Source: an optimization exercise on an open RTL-to-GDS flow (aim: small area and a short achievable clock period). Production flows keep margins and buffers that such runs may drop. No functional check of the RTL was part of any run shown here.

==> design.v <==
`default_nettype none
package prince_pkg;
    localparam int BLOCK_W     = 64;
    localparam int KEY_W       = 128;
    localparam int NIBBLE_W    = 4;
    localparam int NUM_NIBBLES = 16;
    localparam int HALF_ROUNDS = 5;
    typedef logic [BLOCK_W-1:0] block_t;
    localparam logic [63:0] SR_TABLE     = 64'h05AF49E38D27C16B;
    localparam logic [63:0] SR_INV_TABLE = 64'h0DA741EB852FC963;
    function automatic logic [3:0] sbox4(input logic [3:0] a);
        logic [3:0] y;
        logic f00, f01, f02, f03, f04, f05, f06;
        f06 = (~a[0]&~a[3]);
        f00 = (~a[2]) | (~a[3]);
        y[2] = (~a[1]&~f06) | (~f00);
        f01 = (~a[1]&~a[2]) | (~a[3]&~a[2]);
        y[1] = (~a[1]&~a[0]) | (f01);
        f02 = (~a[2]) | (~a[1]);
        f03 = (~a[3]);
        f04 = (~f03) | (~a[2]);
        f05 = (~a[0]&~f03) | (~f04);
        y[0] = (~a[1]&~f05) | (~a[1]&~f02) | (~a[0]&~f05) | (~f04&~f05) | (~a[0]&~f02) | (~f04&~f02);
        y[3] = (~a[0]&~f01) | (~a[1]&~a[3]);
        sbox4 = y;
    endfunction
    function automatic logic [3:0] sbox4_inv(input logic [3:0] a);
        logic [3:0] y;
        logic i00, i01, i02, i03, i04, i05, i06, i07, i08, i09, i10, i11, i12, i13;
        i13 = (~a[0]&~a[1]&~a[2]);
        i00 = (~a[0]);
        i01 = (~i00) | (~a[3]);
        y[2] = (~i01&~i13) | (~a[1]&~i13);
        i02 = (~a[1]);
        i03 = (~a[2]);
        i04 = (~i00&~i03) | (~i02&~i03);
        i05 = (~i00) | (~a[2]);
        i06 = (~i05) | (~i02) | (~a[3]);
        y[1] = (~a[3]&~i04) | (~i06);
        i07 = (~i03) | (~a[0]);
        i08 = (~i05&~i02) | (~i07&~i02);
        i09 = (~a[1]&~i00) | (~a[2]);
        y[0] = (~a[3]&~i08) | (~i09&~i08);
        i10 = (~i00&~i02) | (~i04);
        i11 = (~a[3]&~i03);
        i12 = (~i13&~i11);
        y[3] = (~i10) | (~i12);
        sbox4_inv = y;
    endfunction
    function automatic logic [BLOCK_W-1:0] s_layer(input logic [BLOCK_W-1:0] b);
        for (int i = 0; i < NUM_NIBBLES; i++)
            s_layer[NIBBLE_W*i +: NIBBLE_W] = sbox4(b[NIBBLE_W*i +: NIBBLE_W]);
    endfunction
    function automatic logic [BLOCK_W-1:0] s_inv_layer(input logic [BLOCK_W-1:0] b);
        for (int i = 0; i < NUM_NIBBLES; i++)
            s_inv_layer[NIBBLE_W*i +: NIBBLE_W] = sbox4_inv(b[NIBBLE_W*i +: NIBBLE_W]);
    endfunction
    function automatic logic [BLOCK_W-1:0] nibble_perm(input logic [BLOCK_W-1:0] b, input logic inv);
        logic [3:0] src;
        for (int i = 0; i < NUM_NIBBLES; i++)
        begin
            src = inv ? SR_INV_TABLE[63-4*i -: 4] : SR_TABLE[63-4*i -: 4];
            nibble_perm[BLOCK_W-1-NIBBLE_W*i -: NIBBLE_W] = b[BLOCK_W-1-NIBBLE_W*src -: NIBBLE_W];
        end
    endfunction
    function automatic logic [BLOCK_W-1:0] shift_rows(input logic [BLOCK_W-1:0] b);
        shift_rows = nibble_perm(b, 1'b0);
    endfunction
    function automatic logic [BLOCK_W-1:0] shift_rows_inv(input logic [BLOCK_W-1:0] b);
        shift_rows_inv = nibble_perm(b, 1'b1);
    endfunction
    function automatic logic [BLOCK_W-1:0] m_prime(input logic [BLOCK_W-1:0] b);
        integer hat;
        integer skip;
        logic [3:0] n0, n1, n2, n3;
        logic [3:0] p01, p23;
        for (int q = 0; q < 4; q++)
        begin
            hat = (q == 1 || q == 2) ? 1 : 0;
            n0 = b[BLOCK_W-1-16*q -: 4];
            n1 = b[BLOCK_W-5-16*q -: 4];
            n2 = b[BLOCK_W-9-16*q -: 4];
            n3 = b[BLOCK_W-13-16*q -: 4];
            p01 = n0 ^ n1;
            p23 = n2 ^ n3;
            for (int row = 0; row < 4; row++)
                for (int p = 0; p < 4; p++)
                begin
                    skip = (p - row - hat + 8) % 4;
                    case (skip)
                        0: m_prime[BLOCK_W-1-16*q-4*row-p] = p23[3-p] ^ n1[3-p];
                        1: m_prime[BLOCK_W-1-16*q-4*row-p] = p23[3-p] ^ n0[3-p];
                        2: m_prime[BLOCK_W-1-16*q-4*row-p] = p01[3-p] ^ n3[3-p];
                        default: m_prime[BLOCK_W-1-16*q-4*row-p] = p01[3-p] ^ n2[3-p];
                    endcase
                end
        end
    endfunction
endpackage
`default_nettype wire
`timescale 1ns/1ps
`default_nettype none
module prince_top
(
    input  wire          clk,
    input  wire          sys_rst,
    input  wire          in_valid,
    input  wire [127:0]  key,
    input  wire [63:0]   plain_text,
    output logic [63:0]  cipher_text,
    output logic         out_valid
);
    localparam int NST = 7;
    logic [NST-1:0] vld;
    always_ff @(posedge clk)
    begin
        if (sys_rst) vld <= '0;
        else         vld <= {vld[NST-2:0], in_valid};
    end
    assign out_valid = vld[NST-1];
    logic [63:0] k0_in, k1_in;
    assign k0_in = key[63:0];
    assign k1_in = key[127:64];
    logic [63:0] kf_w;
    assign kf_w = k1_in ^ {k0_in[0], k0_in[63:1]} ^ {63'b0, k0_in[63]} ^ 64'hc0ac29b7c97c50dd;
    logic [63:0] l0;
    assign l0 = plain_text ^ k0_in ^ k1_in ^ 64'h0000000000000000;
    logic [63:0] s1_st;
    logic [63:0] s1_k1, s1_kf;
    always_ff @(posedge clk) begin s1_st <= l0; s1_k1 <= k1_in; s1_kf <= kf_w; end
    logic [63:0] l1;
    assign l1 = prince_pkg::s_layer(s1_st);
    logic [63:0] l2;
    assign l2 = prince_pkg::shift_rows(prince_pkg::m_prime(l1)) ^ s1_k1 ^ 64'h13198a2e03707344;
    logic [63:0] l3;
    assign l3 = prince_pkg::s_layer(l2);
    logic [63:0] l4;
    assign l4 = prince_pkg::shift_rows(prince_pkg::m_prime(l3)) ^ s1_k1 ^ 64'ha4093822299f31d0;
    logic [63:0] s2_st;
    logic [63:0] s2_k1, s2_kf;
    always_ff @(posedge clk) begin s2_st <= l4; s2_k1 <= s1_k1; s2_kf <= s1_kf; end
    logic [63:0] l5;
    assign l5 = prince_pkg::s_layer(s2_st);
    logic [63:0] l6;
    assign l6 = prince_pkg::shift_rows(prince_pkg::m_prime(l5)) ^ s2_k1 ^ 64'h082efa98ec4e6c89;
    logic [63:0] l7;
    assign l7 = prince_pkg::s_layer(l6);
    logic [63:0] l8;
    assign l8 = prince_pkg::shift_rows(prince_pkg::m_prime(l7)) ^ s2_k1 ^ 64'h452821e638d01377;
    logic [63:0] s3_st;
    logic [63:0] s3_k1, s3_kf;
    always_ff @(posedge clk) begin s3_st <= l8; s3_k1 <= s2_k1; s3_kf <= s2_kf; end
    logic [63:0] l9;
    assign l9 = prince_pkg::s_layer(s3_st);
    logic [63:0] l10;
    assign l10 = prince_pkg::shift_rows(prince_pkg::m_prime(l9)) ^ s3_k1 ^ 64'hbe5466cf34e90c6c;
    logic [63:0] l11;
    assign l11 = prince_pkg::s_layer(l10);
    logic [63:0] l12;
    assign l12 = prince_pkg::m_prime(l11);
    logic [63:0] s4_st;
    logic [63:0] s4_k1, s4_kf;
    always_ff @(posedge clk) begin s4_st <= l12; s4_k1 <= s3_k1; s4_kf <= s3_kf; end
    logic [63:0] l13;
    assign l13 = prince_pkg::s_inv_layer(s4_st);
    logic [63:0] l14;
    assign l14 = prince_pkg::m_prime(prince_pkg::shift_rows_inv(l13 ^ s4_k1 ^ 64'h7ef84f78fd955cb1));
    logic [63:0] l15;
    assign l15 = prince_pkg::s_inv_layer(l14);
    logic [63:0] l16;
    assign l16 = prince_pkg::m_prime(prince_pkg::shift_rows_inv(l15 ^ s4_k1 ^ 64'h85840851f1ac43aa));
    logic [63:0] s5_st;
    logic [63:0] s5_k1, s5_kf;
    always_ff @(posedge clk) begin s5_st <= l16; s5_k1 <= s4_k1; s5_kf <= s4_kf; end
    logic [63:0] l17;
    assign l17 = prince_pkg::s_inv_layer(s5_st);
    logic [63:0] l18;
    assign l18 = prince_pkg::m_prime(prince_pkg::shift_rows_inv(l17 ^ s5_k1 ^ 64'hc882d32f25323c54));
    logic [63:0] l19;
    assign l19 = prince_pkg::s_inv_layer(l18);
    logic [63:0] l20;
    assign l20 = prince_pkg::m_prime(prince_pkg::shift_rows_inv(l19 ^ s5_k1 ^ 64'h64a51195e0e3610d));
    logic [63:0] s6_st;
    logic [63:0] s6_k1, s6_kf;
    always_ff @(posedge clk) begin s6_st <= l20; s6_k1 <= s5_k1; s6_kf <= s5_kf; end
    logic [63:0] l21;
    assign l21 = prince_pkg::s_inv_layer(s6_st);
    logic [63:0] l22;
    assign l22 = prince_pkg::m_prime(prince_pkg::shift_rows_inv(l21 ^ s6_k1 ^ 64'hd3b5a399ca0c2399));
    logic [63:0] l23;
    assign l23 = prince_pkg::s_inv_layer(l22);
    logic [63:0] l24;
    assign l24 = l23 ^ s6_kf;
    logic [63:0] s7_st;
    always_ff @(posedge clk) s7_st <= l24;
    assign cipher_text = s7_st;
endmodule
`default_nettype wire
==> run.sh <==
#!/bin/bash
# synth_recipe.tcl (not shown) runs the flow's synth.tcl, then flattens the netlist and writes it again
# the make line also repeats each setting of config.mk as NAME=value (left out here)
make -C /OpenROAD-flow-scripts/flow DESIGN_CONFIG=/design/flow/config.mk WORK_HOME=/design/flow/orfs CLKGATE_MAP_FILE= SYNTH_SCRIPT=/design/flow/synth_recipe.tcl finish
==> config.mk <==
export PLATFORM = sky130hd
export DESIGN_NAME = prince_top
export DESIGN_NICKNAME = prince_top
export VERILOG_FILES = /design/flow/design.v
export SDC_FILE = /design/flow/constraint.sdc
export NUM_CORES = 4
export LEC_CHECK = 0
export CAP_MARGIN = 20
export CORE_MARGIN = 2
export CORE_UTILIZATION = 40
export SLEW_MARGIN = 20
==> constraint.sdc <==
create_clock -name core_clock -period 3.2 [get_ports {clk}]
set_input_delay 0.6400 -clock core_clock [delete_from_list [all_inputs] [get_ports {clk}]]
set_output_delay 0.6400 -clock core_clock [all_outputs]
set_load 0.01 [all_outputs]
==> results of run 1 <==
[layout by cell type (no fill, tap or decap), drive strengths merged, types with 16 or more instances in the layout]
master,instances
a211o,25
a211oi,45
a21boi,60
a21oi,316
a22oi,122
a31oi,16
and2,23
buf,372
bufinv,18
clkbuf,161
clkdlybuf4s50,259
clkinv,21
dfxtp,1223
inv,171
maj3,45
mux2i,25
nand2,222
nand2b,88
nand3,44
nor2,361
nor2b,57
nor3,35
o211ai,33
o21a,28
o21ai,283
o22ai,168
o2bb2ai,37
xnor2,1220
xnor3,187
xor2,638
xor3,49
[final cells by class]
class | instances | area share (%)
Sequential cell | 1223 | 34.0
Clock inverter | 66 | 1.36
Tap cell | 1930 | 3.35
Inverter | 156 | 0.811
Antenna cell | 1 | 0.00347
Multi-Input combinational cell | 4279 | 48.4
Timing Repair Buffer | 631 | 7.46
Clock buffer | 161 | 4.62
[logic make-up (layout without fill, tap and decap cells)]
logic type / after synthesis / count (layout)
xor+xnor: 2094 / 2094
flops: 1223 / 1223
other cells: 0 / 1
buf+inv: 219 / 1014
fa+ha+maj: 45 / 45
mux: 33 / 33
compound gates: 1225 / 1225
simple gates: 882 / 882
[layer usage]
layer	wire (µm)	GRT usage [%]	up-vias	part of all wire, %
met5	0	0	-	0
met4	7300	8.47	0	3.9
met2	89400	40.6	1124	48
li1	-	-	20800	-
met3	9060	2.93	293	4.8
met1	81400	30.8	20400	43
[how the worst max path moves through the flow]
stage / startpoint / end / cells past startpoint / slack [ns]
floorplan: s5_st[10] / s6_st[3] / 10 / 0.21
CTS: s4_st[25] / s5_st[47] / 9 / 0.02
global placement: s4_st[20] / s5_st[31] / 9 / -0.06
detailed placement: s4_st[20] / s5_st[31] / 9 / -0.15
finish: s5_st[25] / s6_st[28] / 9 / 0.06
global route: s4_st[0] / s5_st[27] / 10 / -0.006
[metrics by stage]
stage	setup WS, ns	util [%]
2_1_floorplan	0.208	-
3_3_place_gp	-0.0618	45.4
3_5_place_dp	-0.150	45.4
4_1_cts	0.0181	48.3
5_1_grt	-0.00590	48.7
6_report	0.0599	48.7
[timing repair]
item | in CTS | in global routing
endpoints found under the hold margin | 0 | 0
setup buffers | 0 | 14
gates cloned | 0 | 0
resized for setup | 9 | 107
hold buffers | 0 | 0
pin swaps | 0 | 15
setup endpoints to repair | 23 | 120
==> flow_summary.json, run 1 <==
{
  "critPathArrivalTime_ns": 3.76,
  "cp_max_fo": 7,
  "grt_usage_pct": 23.8,
  "cts_root_buf": "clkbuf_16",
  "finalHoldViolations": 0,
  "reg2reg_slack_ns": 0.06,
  "finalSetupViolCount": 0,
  "grt_pass1_wl_um": 264000,
  "synth_cells": 5721,
  "yosys.area_share.simple_pct": 6.72,
  "wl_per_cell_um": 22.2,
  "die_height_um": 391,
  "dp_hpwl_um": 157000,
  "syn-num-nets": 5916,
  "synth_compound_area_share_pct": 12.9,
  "critPathBufInv": 0,
  "ys_seq_area_share_pct": 40.9,
  "cts_max_path_buffers": 3,
  "fin_hold_ws_ns": 0.320,
  "synth_edf_count": 0,
  "whs_endpoint": "s4_kf[9]",
  "yosys.area_share.xor_xnor_pct": 36.6,
  "clk-insertion-delay-late_ns": 0.75,
  "antenna_found_initial": 13,
  "synth_area_um2": 59800,
  "grt_max_degree": 18,
  "die_w_um": 391,
  "r2r_cells": 9,
  "slew_violations": 0,
  "synth_seq_cells": 1223,
  "synth_cell_types": 83,
  "seqCellArea_um2": 24500,
  "viasPerCell": 5.04,
  "whs_path_depth": 0,
  "outcome": "finished clean",
  "placement.cell_area_um2": 67200,
  "syn_area_per_cell_um2": 10.5,
  "grt.overflow.total": 0,
  "synth.area.top_cells": "dfxtp_1 (41%), xnor2_1 (18%), xor2_1 (9.1%)",
  "r2r_start": "s5_st[25]",
  "cp_slowest_cell": "xor3_1",
  "fillers": 13500,
  "rows": 141,
  "start_util_pct": 40.4,
  "netlist.area_leader.share_pct": 40.9,
  "synth_area_leader_cell": "dfxtp_1",
  "cp_cell_sequence": "xnor2_1 -> a22oi_1 -> xor2_1 -> xor3_1 -> a21o_1 -> a22oi_1 -> xnor2_1 -> xnor3_1 -> xor2_1",
  "synth_top_family_by_area": "XOR/XNOR gates",
  "post-place-cells": 8205,
  "min_from": "s3_kf[9]",
  "port-buffer-count": 259,
  "yosys_warnings": 1,
  "drt_iter0_drc": 3158,
  "critical_path.reg2reg.endpoint": "s6_st[28]",
  "tns_ns": 0,
  "numCtsBuffers": 120,
  "crit_required_ns": 3.82,
  "async_reset_ff_share_pct": 0,
  "h-tree-depth": 3,
  "synth_mux_area_share_pct": 0.581,
  "multi_input_area_um2": 34900,
  "boundaryPins": 260,
  "synthAdderAreaFrac_pct": 0.753,
  "relSlewSlack_pct": 43.4,
  "fin_crit_sh_pct": 98.1,
  "gp_congestion": 0.952,
  "max_freq_ghz": 0.318,
  "final_area_um2": 72200,
  "cp_top_family": "XOR/XNOR gates",
  "num_vias": 42600,
  "ant_nets": 0,
  "synth_ff_type": "dfxtp_1",
  "drc": 0,
  "fin_crit_ns": 3.14,
  "wl_um": 187000,
  "coreArea_um2": 148000,
  "end_kind": "flip-flop",
  "cap_violations": 0,
  "area_delta_synth_final_pct": 20.6,
  "nets": 6606,
  "holdCritPathClass": "reg -> reg",
  "tightest_slew_ns": 0.842,
  "final.setup_skew_ns": 0.0433,
  "die_area_um2": 153000,
  "grt_pass1_vias": 40100,
  "crit_type": "reg -> reg",
  "critPathLaunchType": "flip-flop",
  "first_pass_iters": 5,
  "drive_gt1_share_pct": 11.6,
  "clkTransAtPathRegs_ns": 0.07,
  "synth.most_common_cell": "dfxtp_1",
  "cts_tree": "done",
  "fin_cells": 8447,
  "synth_common_cells": "dfxtp_1 (1,223), xnor2_1 (1,207), xor2_1 (622)",
  "clock_sink_count": 1223,
  "cpPeakStageDelay_ns": 0.56
}
==> run 2, diff against run 1 <==
--- a/design.v
+++ b/design.v
@@ -158,35 +158,37 @@
     assign l11 = prince_pkg::s_layer(l10);
     logic [63:0] l12;
     assign l12 = prince_pkg::m_prime(l11);
+    logic [63:0] kl12;
+    assign kl12 = prince_pkg::m_prime(prince_pkg::shift_rows_inv(s3_k1));
     logic [63:0] s4_st;
     logic [63:0] s4_k1, s4_kf;
-    always_ff @(posedge clk) begin s4_st <= l12; s4_k1 <= s3_k1; s4_kf <= s3_kf; end
+    always_ff @(posedge clk) begin s4_st <= l12; s4_k1 <= kl12; s4_kf <= s3_kf; end
     logic [63:0] l13;
     assign l13 = prince_pkg::s_inv_layer(s4_st);
     logic [63:0] l14;
-    assign l14 = prince_pkg::m_prime(prince_pkg::shift_rows_inv(l13 ^ s4_k1 ^ 64'h7ef84f78fd955cb1));
+    assign l14 = prince_pkg::m_prime(prince_pkg::shift_rows_inv(l13)) ^ s4_k1 ^ prince_pkg::m_prime(prince_pkg::shift_rows_inv(64'h7ef84f78fd955cb1));
     logic [63:0] l15;
     assign l15 = prince_pkg::s_inv_layer(l14);
     logic [63:0] l16;
-    assign l16 = prince_pkg::m_prime(prince_pkg::shift_rows_inv(l15 ^ s4_k1 ^ 64'h85840851f1ac43aa));
+    assign l16 = prince_pkg::m_prime(prince_pkg::shift_rows_inv(l15)) ^ s4_k1 ^ prince_pkg::m_prime(prince_pkg::shift_rows_inv(64'h85840851f1ac43aa));
     logic [63:0] s5_st;
     logic [63:0] s5_k1, s5_kf;
     always_ff @(posedge clk) begin s5_st <= l16; s5_k1 <= s4_k1; s5_kf <= s4_kf; end
     logic [63:0] l17;
     assign l17 = prince_pkg::s_inv_layer(s5_st);
     logic [63:0] l18;
-    assign l18 = prince_pkg::m_prime(prince_pkg::shift_rows_inv(l17 ^ s5_k1 ^ 64'hc882d32f25323c54));
+    assign l18 = prince_pkg::m_prime(prince_pkg::shift_rows_inv(l17)) ^ s5_k1 ^ prince_pkg::m_prime(prince_pkg::shift_rows_inv(64'hc882d32f25323c54));
     logic [63:0] l19;
     assign l19 = prince_pkg::s_inv_layer(l18);
     logic [63:0] l20;
-    assign l20 = prince_pkg::m_prime(prince_pkg::shift_rows_inv(l19 ^ s5_k1 ^ 64'h64a51195e0e3610d));
+    assign l20 = prince_pkg::m_prime(prince_pkg::shift_rows_inv(l19)) ^ s5_k1 ^ prince_pkg::m_prime(prince_pkg::shift_rows_inv(64'h64a51195e0e3610d));
     logic [63:0] s6_st;
     logic [63:0] s6_k1, s6_kf;
     always_ff @(posedge clk) begin s6_st <= l20; s6_k1 <= s5_k1; s6_kf <= s5_kf; end
     logic [63:0] l21;
     assign l21 = prince_pkg::s_inv_layer(s6_st);
     logic [63:0] l22;
-    assign l22 = prince_pkg::m_prime(prince_pkg::shift_rows_inv(l21 ^ s6_k1 ^ 64'hd3b5a399ca0c2399));
+    assign l22 = prince_pkg::m_prime(prince_pkg::shift_rows_inv(l21)) ^ s6_k1 ^ prince_pkg::m_prime(prince_pkg::shift_rows_inv(64'hd3b5a399ca0c2399));
     logic [63:0] l23;
     assign l23 = prince_pkg::s_inv_layer(l22);
     logic [63:0] l24;
--- a/config.mk
+++ b/config.mk
@@ -8,4 +8,5 @@
 export CAP_MARGIN = 20
 export CORE_MARGIN = 2
 export CORE_UTILIZATION = 40
+export SETUP_SLACK_MARGIN = 0.8
 export SLEW_MARGIN = 20
==> flow_summary.json, run 2 <==
{
  "outcome": "finished clean",
  "relSlewSlack_pct": 44.4,
  "fin_crit_sh_pct": 84.9,
  "critPathLaunchType": "flip-flop",
  "cts_max_path_buffers": 3,
  "drt_iter0_drc": 2938,
  "synth_area_um2": 58200,
  "cp_slowest_cell": "xnor3_2",
  "wl_per_cell_um": 23.2,
  "final_common_cell": "dfxtp_1",
  "fin_crit_ns": 2.72,
  "holdBufCountCts": 0,
  "synth_cells": 5900,
  "h-tree-depth": 4,
  "syn-num-nets": 6095,
  "crit_required_ns": 3.96,
  "multi_input_area_um2": 46300,
  "grt_pass1_wl_um": 275000,
  "seqCellArea_um2": 25200,
  "synth_common_cells": "xnor2_1 (1,549), dfxtp_1 (1,223), xor2_1 (608)",
  "synth_cell_types": 89,
  "cap_violations": 0,
  "cp_cell_sequence": "xor2_2 -> a22oi_2 -> buf_4 -> xnor3_2 -> xor2_2 -> a22oi_2 -> buf_4 -> xnor2_2 -> xnor2_1 -> buf_4",
  "end_kind": "flip-flop",
  "ant_nets": 0,
  "yosys_warnings": 1,
  "final_cell_mix": "dfxtp_1 (944), xnor2_1 (921), buf_4 (603)",
  "boundaryPins": 260,
  "max_freq_ghz": 0.368,
  "viasPerCell": 5.12,
  "synth_seq_cells": 1223,
  "holdCritPathClass": "reg -> reg",
  "final.setup_skew_ns": 0.0523,
  "clock_sink_count": 1223,
  "cpPeakStageDelay_ns": 0.54,
  "grt_usage_pct": 25.5,
  "gp_congestion": 0.965,
  "slew_violations": 0,
  "antenna_found_initial": 17,
  "tightest_slew_ns": 0.828,
  "finalHoldViolations": 0,
  "grt_pass1_vias": 42700,
  "die_area_um2": 149000,
  "cts_tree": "done",
  "crit_type": "reg -> reg",
  "wl_um": 208000,
  "synth_edf_count": 0,
  "netlist.area_leader.share_pct": 42.1,
  "first_pass_iters": 5,
  "die_height_um": 386,
  "port-buffer-count": 259,
  "grt_max_degree": 17,
  "critPathArrivalTime_ns": 3.48,
  "synth.most_common_cell": "xnor2_1",
  "cts_root_buf": "clkbuf_16",
  "async_reset_ff_share_pct": 0,
  "num_vias": 45800,
  "ys_seq_area_share_pct": 42.1,
  "dp_hpwl_um": 155000,
  "drc": 0,
  "rsz0062_at_grt": "yes",
  "pre_cts_slack_ns": 0.114,
  "grt.overflow.total": 0,
  "synth.area.top_cells": "dfxtp_1 (42%), xnor2_1 (23%), xor2_1 (9.1%)",
  "finalWorstSetupSlack_ns": 0.484,
  "coreArea_um2": 144000,
  "area_delta_synth_final_pct": 50.6,
  "cpMostUsedCell": "buf_4",
  "synth_ff_type": "dfxtp_1",
  "die_w_um": 386,
  "clk-insertion-delay-late_ns": 0.81,
  "synth_area_leader_cell": "dfxtp_1",
  "tns_ns": 0,
  "start_util_pct": 40.4,
  "syn_area_per_cell_um2": 9.87,
  "clkTransAtPathRegs_ns": 0.06,
  "rows": 139,
  "nets": 7128,
  "finalSetupViolCount": 0,
  "fillers": 11000,
  "cp_max_fo": 7,
  "numCtsBuffers": 133,
  "drive_gt1_share_pct": 41.3
}
run 2: cell count changes in the layout (fill, tap and decap cells not counted), sizes merged, moves of 24 or more:
cell / before / now
a22oi: 122 / 88
buf: 372 / 704
xnor2: 1220 / 1586
a211o: 25 / 56
xnor3: 187 / 15
xor3: 49 / 2
a211oi: 45 / 8
maj3: 45 / 6
inv: 171 / 195
o21ai: 283 / 378
a22o: 4 / 28
run 2: logic make-up (layout without fill, tap and decap cells):
kind of cell	after synthesis	in the layout	share of synthesized area, %
flops	1223	1223	42.1
simple gates	885	885	6.85
mux	25	25	0.469
other cells	0	9	0
buf+inv	252	1391	1.78
xor+xnor	2218	2218	34.4
compound gates	1291	1291	14.3
fa+ha+maj	6	6	0.107
run 2: stage by stage:
| stage | utilization [%] | area (µm²) | hold slack [ns] | instances |
|---|---|---|---|---|
| floorplan | - | 58200 | 0.310 | 5900 |
| global placement | 44.8 | 64400 | 0.310 | 8207 |
| detailed placement | 44.8 | 64400 | 0.312 | 8207 |
| CTS | 54.1 | 77900 | 0.313 | 8664 |
| global route | 60.9 | 87700 | 0.318 | 8942 |
| finish | 60.9 | 87700 | 0.318 | 8951 |
run 2: what timing repair did:
| item | 4_1_cts | 5_1_grt |
|---|---|---|
| hold endpoints to repair | 0 | 0 |
| setup endpoints to repair | 378 | 374 |
| buffers inserted | 216 | 278 |
| resized for setup | 1367 | 1350 |
| pin swaps | 364 | 637 |
run 2: final timing paths:
path              startpoint         to  slack (ns)  cells after the start
hold reg to reg    s4_kf[35]  s5_kf[35]        0.32                      0
setup / recovery    s5_st[2]  s6_st[21]        0.48                     10
hold / removal     s4_kf[35]  s5_kf[35]        0.32                      0
setup reg to reg    s5_st[2]  s6_st[21]        0.48                     10
run 2: layer usage:
| layer | share of wire (%) | track usage, % |
|---|---|---|
| met5 | 0.0067 | 0 |
| met4 | 9.5 | 19.3 |
| met3 | 4.8 | 3.97 |
| met2 | 47 | 42.2 |
| met1 | 38 | 29.8 |
run 2: cell type report:
type                            instances  area share (%)
Multi-Input combinational cell       4425            52.9
Timing Repair Buffer                  963            9.50
Tap cell                             1903            2.72
Sequential cell                      1223            28.7
Inverter                              187           0.803
Clock inverter                         71            1.22
Antenna cell                            9          0.0257
Clock buffer                          170            4.16
run 2: critical path, delay by kind of cell, from the launching register on:
family,cells,cell delay (ns)
xor gates and xnor gates,5,1.24
DFF,1,0.36
AOI/OAI and AO/OA,2,0.55
buffers and inverters,3,0.51
==> run 3, diff against run 2 <==
--- a/config.mk
+++ b/config.mk
@@ -8,5 +8,4 @@
 export CAP_MARGIN = 20
 export CORE_MARGIN = 2
 export CORE_UTILIZATION = 40
-export SETUP_SLACK_MARGIN = 0.8
 export SLEW_MARGIN = 20
==> flow_summary.json, run 3 <==
{
  "syn_area_per_cell_um2": 9.87,
  "netlist.area_leader.share_pct": 42.1,
  "die_height_um": 386,
  "synth.area.top_cells": "dfxtp_1 (42%), xnor2_1 (23%), xor2_1 (9.1%)",
  "synth_edf_count": 0,
  "ant_nets": 0,
  "start_util_pct": 40.4,
  "fin_crit_ns": 3.06,
  "post_cts_buffers": 0,
  "grt_usage_pct": 24.1,
  "cts_max_path_buffers": 3,
  "finalHoldViolations": 0,
  "finalWorstSetupSlack_ns": 0.145,
  "clk-insertion-delay-late_ns": 0.79,
  "finalSetupViolCount": 0,
  "drive_gt1_share_pct": 8.79,
  "coreArea_um2": 144000,
  "synth_cells": 5900,
  "final_common_cell": "xnor2_1",
  "first_pass_iters": 8,
  "cp_slowest_cell": "a22oi_2",
  "grt_max_degree": 17,
  "reg2reg_slack_ns": 0.14,
  "ys_seq_area_share_pct": 42.1,
  "clock_sink_count": 1223,
  "synth_seq_cells": 1223,
  "drc": 0,
  "cpPeakStageDelay_ns": 0.47,
  "area_delta_synth_final_pct": 19.0,
  "final.setup_skew_ns": 0.0306,
  "cts_root_buf": "clkbuf_16",
  "yosys_warnings": 1,
  "wl_um": 183000,
  "cp_top_family": "XOR/XNOR gates",
  "dp_hpwl_um": 154000,
  "synth_ff_type": "dfxtp_1",
  "rsz0062_at_grt": "yes",
  "r2r_start": "s1_st[1]",
  "relSlewSlack_pct": 43.4,
  "synth_area_um2": 58200,
  "max_freq_ghz": 0.327,
  "cpMostUsedCell": "xnor2_1",
  "final_cell_mix": "xnor2_1 (1,543), dfxtp_1 (1,223), xor2_1 (607)",
  "holdCritPathClass": "reg -> reg",
  "fin_crit_sh_pct": 95.5,
  "r2r_cells": 8,
  "port-buffer-count": 259,
  "fin_hold_ws_ns": 0.315,
  "grt.overflow.total": 0,
  "cp_max_fo": 8,
  "async_reset_ff_share_pct": 0,
  "placement.cell_area_um2": 64300,
  "synth_common_cells": "xnor2_1 (1,549), dfxtp_1 (1,223), xor2_1 (608)",
  "grt_pass1_vias": 39100,
  "nets": 6620,
  "final_area_um2": 69300,
  "critical_path.reg2reg.endpoint": "s2_st[8]",
  "viasPerCell": 4.92,
  "rows": 139,
  "fillers": 13400,
  "die_area_um2": 149000,
  "whs_path_depth": 0,
  "crit_type": "reg -> reg",
  "slew_violations": 0,
  "critPathBufInv": 0,
  "critPathLaunchType": "flip-flop",
  "wl_per_cell_um": 21.7,
  "tightest_slew_ns": 0.846,
  "min_from": "s3_kf[42]",
  "grt_pass1_wl_um": 258000,
  "cts_tree": "done",
  "num_vias": 41500,
  "clkTransAtPathRegs_ns": 0.06,
  "synth.most_common_cell": "xnor2_1",
  "drt_iter0_drc": 2880,
  "syn-num-nets": 6095,
  "holdBufCountCts": 0,
  "h-tree-depth": 4,
  "critPathArrivalTime_ns": 3.69,
  "pre_cts_slack_ns": -0.249,
  "antenna_found_initial": 10,
  "cap_violations": 0,
  "outcome": "finished clean",
  "boundaryPins": 260,
  "gp_congestion": 0.939,
  "die_w_um": 386,
  "crit_required_ns": 3.84,
  "cp_cell_sequence": "a21oi_1 -> o22ai_1 -> xor2_1 -> xnor2_2 -> mux2_2 -> a22oi_2 -> xnor2_1 -> xnor2_1",
  "whs_endpoint": "s4_kf[42]",
  "end_kind": "flip-flop",
  "synth_area_leader_cell": "dfxtp_1",
  "numCtsBuffers": 132,
  "synth_cell_types": 89
}
## run 3: cell counts after synthesis
Identical to the previous run, type by type.
## run 3: stage by stage
| stage | TNS [ns] | std cells | utilization [%] |
|---|---|---|---|
| final | 0 | 8438 | 48.1 |
| after global routing | -0.00860 | 8434 | 48.1 |
| after CTS | 0 | 8434 | 48.1 |
| after detailed placement | -0.249 | 8194 | 44.7 |
| after global placement | -0.0811 | 8194 | 44.7 |
| after floorplan | 0 | 5900 | - |
## run 3: final cells by class
cell class                 instances  area [µm²]  area share, %
sequential                      1223       24500           35.3
multi-input combinational       4425       32800           47.3
clock inverter                    66        1160           1.67
clock buffer                     174        3710           5.36
timing repair buffer             456        4070           5.88
inverter                         187         702           1.01
tap                             1903        2380           3.44
antenna                            4        10.0         0.0144
## run 3: worst max path at each step
stage | from | cells past startpoint | slack [ns] | endpoint
3_3_place_gp | s2_st[35] | 9 | -0.08 | s3_st[51]
3_5_place_dp | s2_st[35] | 9 | -0.25 | s3_st[51]
2_1_floorplan | s5_st[16] | 10 | 0.77 | s6_st[19]
5_1_grt | s1_st[27] | 9 | -0.009 | s2_st[48]
4_1_cts | s1_st[11] | 9 | 0.04 | s2_st[56]
6_report | s1_st[1] | 8 | 0.14 | s2_st[8]
## run 3: layer usage
| layer | GRT usage, % | vias up | routed length [µm] | share of wire, % |
|---|---|---|---|---|
| li1 | - | 20700 | - | - |
| met1 | 29.6 | 19500 | 78400 | 43 |
| met2 | 41.0 | 1047 | 87400 | 48 |
| met3 | 3.08 | 312 | 7190 | 3.9 |
| met4 | 12.6 | 0 | 10300 | 5.6 |
| met5 | 0 | - | 0 | 0 |
## run 3: cells by family after synthesis
kind of cell	Yosys count	share of synthesized area, %
muxes	25	0.469
AOI/OAI and AO/OA	1291	14.3
adders and majority gates	6	0.107
and+or+nand+nor	885	6.85
DFF	1223	42.1
xor gates and xnor gates	2218	34.4
buffers and inverters	252	1.78
## run 3: what timing repair did
action	in CTS	in global routing
resized for setup	2	9
endpoints found under the setup margin	1	9
pin swaps	0	0

==> static timing again, ports no longer ideal <==
How much do the figures lean on ideal ports? The routed layouts below were timed once more, with nothing changed but the port constraints. Step 1 assumes that a clkbuf_16 drives the clock port and a buf_2 every other input. Step 2 times the ports against the registers' clock, not the clock port: input delays grow and output delays shrink by t, the midpoint of the rising clock arrivals with the driver on. Three values: no drivers, after step 1, after step 2; two values: the first two.
run | shift t [ns] | setup slack, ns | worst setup path at the end | worst register clock-pin slew, ns
run 1 | 0.809 | 0.060 / 0.060 / 0.060 | register to register | 0.08 / 0.08
run 2 | 0.867 | 0.484 / 0.484 / 0.484 | register to register | 0.07 / 0.07
run 3 | 0.848 | 0.145 / 0.145 / 0.145 | register to register | 0.07 / 0.07
After both steps setup and hold are still met in every run listed.
